Context: an optimization exercise on an open-source flow, tuned for small area, a short achievable clock period and few clock cycles per item. The choices shown serve that exercise and are no tape-out recipe.
Only simulation tests tie the RTL to the original design; equivalence was not proved.
Power is estimated from default activity; no workload was simulated.

==> inputs of wip/lagoon <==
Design add_seq_ctrl, start of the top module:
module add_seq_ctrl
#(
    parameter int unsigned N     = add_seq_pkg::ADDSEQ_N,
    parameter int unsigned WORDS = add_seq_pkg::ADDSEQ_WORDS
) (
    input  logic             clk,
    input  logic             rst,
    input  logic             in_valid,
    output logic             in_ready,
    input  logic [N*WORDS-1:0] a,
    input  logic [N*WORDS-1:0] b,
    input  logic             cin,
    input  logic             sub,
    output logic             out_valid,
    input  logic             out_ready,
    output logic [N*WORDS-1:0] sum,
    output logic             cout
);
export LEC_CHECK = 0
export CAP_MARGIN = 20
export CORE_MARGIN = 2
export CORE_UTILIZATION = 40
export SLEW_MARGIN = 20
create_clock -name core_clock -period 28.0 [get_ports {clk}]
standard.sh (not shown) runs the stock make flow with config.mk's settings and CLKGATE_MAP_FILE= SYNTH_SCRIPT=/design/flow/synth_recipe.tcl, a recipe that flattens the netlist after the stock synthesis.
==> flow/flow/run.sh <==
#!/bin/bash
# The standard layout (standard.sh) with changes to how it is made; the
# constraints (constraint.sdc) are the standard flow's, unchanged. ORFS keeps each tool's
# log in orfs/logs; this script's own output goes to standard.log.
MARGIN=19.5
bash standard.sh finish \
  "BUFFER_PORTS_ARGS=-buffer_cell sky130_fd_sc_hd__buf_1" \
  SETUP_SLACK_MARGIN=$MARGIN \
  PRE_RESIZE_TCL=$PWD/flow/pre_resize.tcl  "ABC_AREA=1" "DONT_USE_CELLS= sky130_fd_sc_hd__probe_p_8 sky130_fd_sc_hd__probec_p_8 sky130_fd_sc_hd__lpflow_bleeder_1 sky130_fd_sc_hd__lpflow_clkbufkapwr_1 sky130_fd_sc_hd__lpflow_clkbufkapwr_16 sky130_fd_sc_hd__lpflow_clkbufkapwr_2 sky130_fd_sc_hd__lpflow_clkbufkapwr_4 sky130_fd_sc_hd__lpflow_clkbufkapwr_8 sky130_fd_sc_hd__lpflow_clkinvkapwr_1 sky130_fd_sc_hd__lpflow_clkinvkapwr_16 sky130_fd_sc_hd__lpflow_clkinvkapwr_2 sky130_fd_sc_hd__lpflow_clkinvkapwr_4 sky130_fd_sc_hd__lpflow_clkinvkapwr_8 sky130_fd_sc_hd__lpflow_decapkapwr_12 sky130_fd_sc_hd__lpflow_decapkapwr_3 sky130_fd_sc_hd__lpflow_decapkapwr_4 sky130_fd_sc_hd__lpflow_decapkapwr_6 sky130_fd_sc_hd__lpflow_decapkapwr_8 sky130_fd_sc_hd__lpflow_inputiso0n_1 sky130_fd_sc_hd__lpflow_inputiso0p_1 sky130_fd_sc_hd__lpflow_inputiso1n_1 sky130_fd_sc_hd__lpflow_inputiso1p_1 sky130_fd_sc_hd__lpflow_inputisolatch_1 sky130_fd_sc_hd__lpflow_isobufsrc_1 sky130_fd_sc_hd__lpflow_isobufsrc_16 sky130_fd_sc_hd__lpflow_isobufsrc_2 sky130_fd_sc_hd__lpflow_isobufsrc_4 sky130_fd_sc_hd__lpflow_isobufsrc_8 sky130_fd_sc_hd__lpflow_isobufsrckapwr_16 sky130_fd_sc_hd__lpflow_lsbuf_lh_hl_isowell_tap_1 sky130_fd_sc_hd__lpflow_lsbuf_lh_hl_isowell_tap_2 sky130_fd_sc_hd__lpflow_lsbuf_lh_hl_isowell_tap_4 sky130_fd_sc_hd__lpflow_lsbuf_lh_isowell_4 sky130_fd_sc_hd__lpflow_lsbuf_lh_isowell_tap_1 sky130_fd_sc_hd__lpflow_lsbuf_lh_isowell_tap_2 sky130_fd_sc_hd__lpflow_lsbuf_lh_isowell_tap_4  sky130_fd_sc_hd__fa_1 sky130_fd_sc_hd__fa_2 sky130_fd_sc_hd__fa_4" "CTS_CLUSTER_SIZE=24" "CTS_CLUSTER_DIAMETER=90" "CORE_UTILIZATION=70" > standard.log 2>&1
==> flow/flow/pre_resize.tcl <==
# Sourced by ORFS after global placement, before repair_design (PRE_RESIZE_TCL).
source [file join [file dirname [info script]] fanout_tree.tcl]
build_port_tree sub sky130_fd_sc_hd__buf_4 16
Other scripts of this flow, unchanged in this note and not shown: flow/flow/fanout_tree.tcl
==> wip/garnet: changes against wip/lagoon <==
==> flow/flow/run.sh (replaced) <==
#!/bin/bash
# The standard layout (standard.sh) with changes to how it is made; the
# constraints (constraint.sdc) are the standard flow's, unchanged. ORFS keeps each tool's
# log in orfs/logs; this script's own output goes to standard.log.
MARGIN=19.5
bash standard.sh finish \
  "BUFFER_PORTS_ARGS=-buffer_cell sky130_fd_sc_hd__buf_1" \
  SETUP_SLACK_MARGIN=$MARGIN \
  PRE_RESIZE_TCL=$PWD/flow/pre_resize.tcl  "ABC_AREA=1" "DONT_USE_CELLS= sky130_fd_sc_hd__probe_p_8 sky130_fd_sc_hd__probec_p_8 sky130_fd_sc_hd__lpflow_bleeder_1 sky130_fd_sc_hd__lpflow_clkbufkapwr_1 sky130_fd_sc_hd__lpflow_clkbufkapwr_16 sky130_fd_sc_hd__lpflow_clkbufkapwr_2 sky130_fd_sc_hd__lpflow_clkbufkapwr_4 sky130_fd_sc_hd__lpflow_clkbufkapwr_8 sky130_fd_sc_hd__lpflow_clkinvkapwr_1 sky130_fd_sc_hd__lpflow_clkinvkapwr_16 sky130_fd_sc_hd__lpflow_clkinvkapwr_2 sky130_fd_sc_hd__lpflow_clkinvkapwr_4 sky130_fd_sc_hd__lpflow_clkinvkapwr_8 sky130_fd_sc_hd__lpflow_decapkapwr_12 sky130_fd_sc_hd__lpflow_decapkapwr_3 sky130_fd_sc_hd__lpflow_decapkapwr_4 sky130_fd_sc_hd__lpflow_decapkapwr_6 sky130_fd_sc_hd__lpflow_decapkapwr_8 sky130_fd_sc_hd__lpflow_inputiso0n_1 sky130_fd_sc_hd__lpflow_inputiso0p_1 sky130_fd_sc_hd__lpflow_inputiso1n_1 sky130_fd_sc_hd__lpflow_inputiso1p_1 sky130_fd_sc_hd__lpflow_inputisolatch_1 sky130_fd_sc_hd__lpflow_isobufsrc_1 sky130_fd_sc_hd__lpflow_isobufsrc_16 sky130_fd_sc_hd__lpflow_isobufsrc_2 sky130_fd_sc_hd__lpflow_isobufsrc_4 sky130_fd_sc_hd__lpflow_isobufsrc_8 sky130_fd_sc_hd__lpflow_isobufsrckapwr_16 sky130_fd_sc_hd__lpflow_lsbuf_lh_hl_isowell_tap_1 sky130_fd_sc_hd__lpflow_lsbuf_lh_hl_isowell_tap_2 sky130_fd_sc_hd__lpflow_lsbuf_lh_hl_isowell_tap_4 sky130_fd_sc_hd__lpflow_lsbuf_lh_isowell_4 sky130_fd_sc_hd__lpflow_lsbuf_lh_isowell_tap_1 sky130_fd_sc_hd__lpflow_lsbuf_lh_isowell_tap_2 sky130_fd_sc_hd__lpflow_lsbuf_lh_isowell_tap_4  sky130_fd_sc_hd__fa_1 sky130_fd_sc_hd__fa_2 sky130_fd_sc_hd__fa_4" "CORE_UTILIZATION=60" "CTS_CLUSTER_SIZE=24" "CTS_CLUSTER_DIAMETER=90" "TNS_END_PERCENT=20" > standard.log 2>&1
==> wip/amber: changes against wip/lagoon <==
==> flow/flow/run.sh (replaced) <==
#!/bin/bash
# The standard layout (standard.sh) with changes to how it is made; the
# constraints (constraint.sdc) are the standard flow's, unchanged. ORFS keeps each tool's
# log in orfs/logs; this script's own output goes to standard.log.
MARGIN=19.5
bash standard.sh finish \
  "BUFFER_PORTS_ARGS=-buffer_cell sky130_fd_sc_hd__buf_1" \
  SETUP_SLACK_MARGIN=$MARGIN \
  PRE_RESIZE_TCL=$PWD/flow/pre_resize.tcl  "ABC_AREA=1" "DONT_USE_CELLS= sky130_fd_sc_hd__probe_p_8 sky130_fd_sc_hd__probec_p_8 sky130_fd_sc_hd__lpflow_bleeder_1 sky130_fd_sc_hd__lpflow_clkbufkapwr_1 sky130_fd_sc_hd__lpflow_clkbufkapwr_16 sky130_fd_sc_hd__lpflow_clkbufkapwr_2 sky130_fd_sc_hd__lpflow_clkbufkapwr_4 sky130_fd_sc_hd__lpflow_clkbufkapwr_8 sky130_fd_sc_hd__lpflow_clkinvkapwr_1 sky130_fd_sc_hd__lpflow_clkinvkapwr_16 sky130_fd_sc_hd__lpflow_clkinvkapwr_2 sky130_fd_sc_hd__lpflow_clkinvkapwr_4 sky130_fd_sc_hd__lpflow_clkinvkapwr_8 sky130_fd_sc_hd__lpflow_decapkapwr_12 sky130_fd_sc_hd__lpflow_decapkapwr_3 sky130_fd_sc_hd__lpflow_decapkapwr_4 sky130_fd_sc_hd__lpflow_decapkapwr_6 sky130_fd_sc_hd__lpflow_decapkapwr_8 sky130_fd_sc_hd__lpflow_inputiso0n_1 sky130_fd_sc_hd__lpflow_inputiso0p_1 sky130_fd_sc_hd__lpflow_inputiso1n_1 sky130_fd_sc_hd__lpflow_inputiso1p_1 sky130_fd_sc_hd__lpflow_inputisolatch_1 sky130_fd_sc_hd__lpflow_isobufsrc_1 sky130_fd_sc_hd__lpflow_isobufsrc_16 sky130_fd_sc_hd__lpflow_isobufsrc_2 sky130_fd_sc_hd__lpflow_isobufsrc_4 sky130_fd_sc_hd__lpflow_isobufsrc_8 sky130_fd_sc_hd__lpflow_isobufsrckapwr_16 sky130_fd_sc_hd__lpflow_lsbuf_lh_hl_isowell_tap_1 sky130_fd_sc_hd__lpflow_lsbuf_lh_hl_isowell_tap_2 sky130_fd_sc_hd__lpflow_lsbuf_lh_hl_isowell_tap_4 sky130_fd_sc_hd__lpflow_lsbuf_lh_isowell_4 sky130_fd_sc_hd__lpflow_lsbuf_lh_isowell_tap_1 sky130_fd_sc_hd__lpflow_lsbuf_lh_isowell_tap_2 sky130_fd_sc_hd__lpflow_lsbuf_lh_isowell_tap_4  sky130_fd_sc_hd__fa_1 sky130_fd_sc_hd__fa_2 sky130_fd_sc_hd__fa_4" "CORE_UTILIZATION=60" "CTS_CLUSTER_SIZE=24" "CTS_CLUSTER_DIAMETER=90" > standard.log 2>&1
==> flow/flow/pre_resize.tcl (replaced) <==
# Sourced by ORFS after global placement, before repair_design (PRE_RESIZE_TCL).
source [file join [file dirname [info script]] fanout_tree.tcl]
build_port_tree sub sky130_fd_sc_hd__buf_2 8
==> results.txt <==
| metric | wip/amber | wip/lagoon | wip/garnet |
|---|---|---|---|
| Status | no timing/DRC/antenna violations | stopped before the end | no timing/DRC/antenna violations |
| Last stage reached | - | I/O pin placement (3_2_place_iop) | - |
| Met1 Routed Length | 36.5 mm | - | 34.8 mm |
| Clock tree from TritonCTS | built | - | built |
| Final HPWL from detailed placement | 72.5 mm | - | 71.4 mm |
| Die span in x | 226 um | 209 um | 226 um |
| Sw Share | 35.5% | - | 35.4% |
| Total power consumption of the routed design | 2.38 mW | - | 2.38 mW |
| Buffers, non-clock | 840 | - | 843 |
| Worst reg-to-reg path cell count | 4 | - | 4 |
| Unrepaired setup endpoints after global routing | yes | - | yes |
| Slew HR | 28.2% | - | 39.5% |
| Register fraction of the total cell area | 36.7% | - | 36.7% |
| CTS buffer count | 27 | - | 28 |
| Floorplan row count | 81 | 75 | 81 |
| Chip height | 226 um | 209 um | 226 um |
| Routed length on met3 | 7.34 mm | - | 7.59 mm |
| Fillcell total | 4041 | - | 3923 |
| Largest incremental delay on the critical path | 0.30 ns | - | 0.35 ns |
| Worst setup endpoint | res_q[245] | - | res_q[157] |
| Number of DRC violations after detailed-routing iteration 0 | 1671 | - | 1600 |
Testbench counts of wip/lagoon, summed over its fixed seeds: cycles 1,288, items 1,280.
Testbench counts of wip/garnet, summed over its fixed seeds: cycles 1,288, items 1,280.
Testbench counts of wip/amber, summed over its fixed seeds: cycles 1,288, items 1,280.

what the ideal ports hide:
How much do the figures lean on ideal ports? The routed layouts below were timed once more, with nothing changed but the port constraints.
Step 1: set_driving_cell puts a clkbuf_16 on clk and a buf_2 on each other input, an assumption about the parent block.
Step 2 times the ports against the registers' clock, not the clock port: input delays grow and output delays shrink by t, the midpoint of the rising clock arrivals with the driver on.
Three values: ideal, step 1, step 2; two values: the first two.
run | shift t [ns] | setup slack, ns | slew at the worst register clock pin (ns)
wip/garnet | 0.664 | 19.553 / 19.414 / 18.750 | 0.10 / 0.10
wip/amber | 0.648 | 19.625 / 19.350 / 18.702 | 0.10 / 0.10
After both steps setup and hold are still met in every run listed. For wip/amber, which loses most, drivers alone change the setup slack by -0.275 ns; drivers and shift together by -0.923 ns.
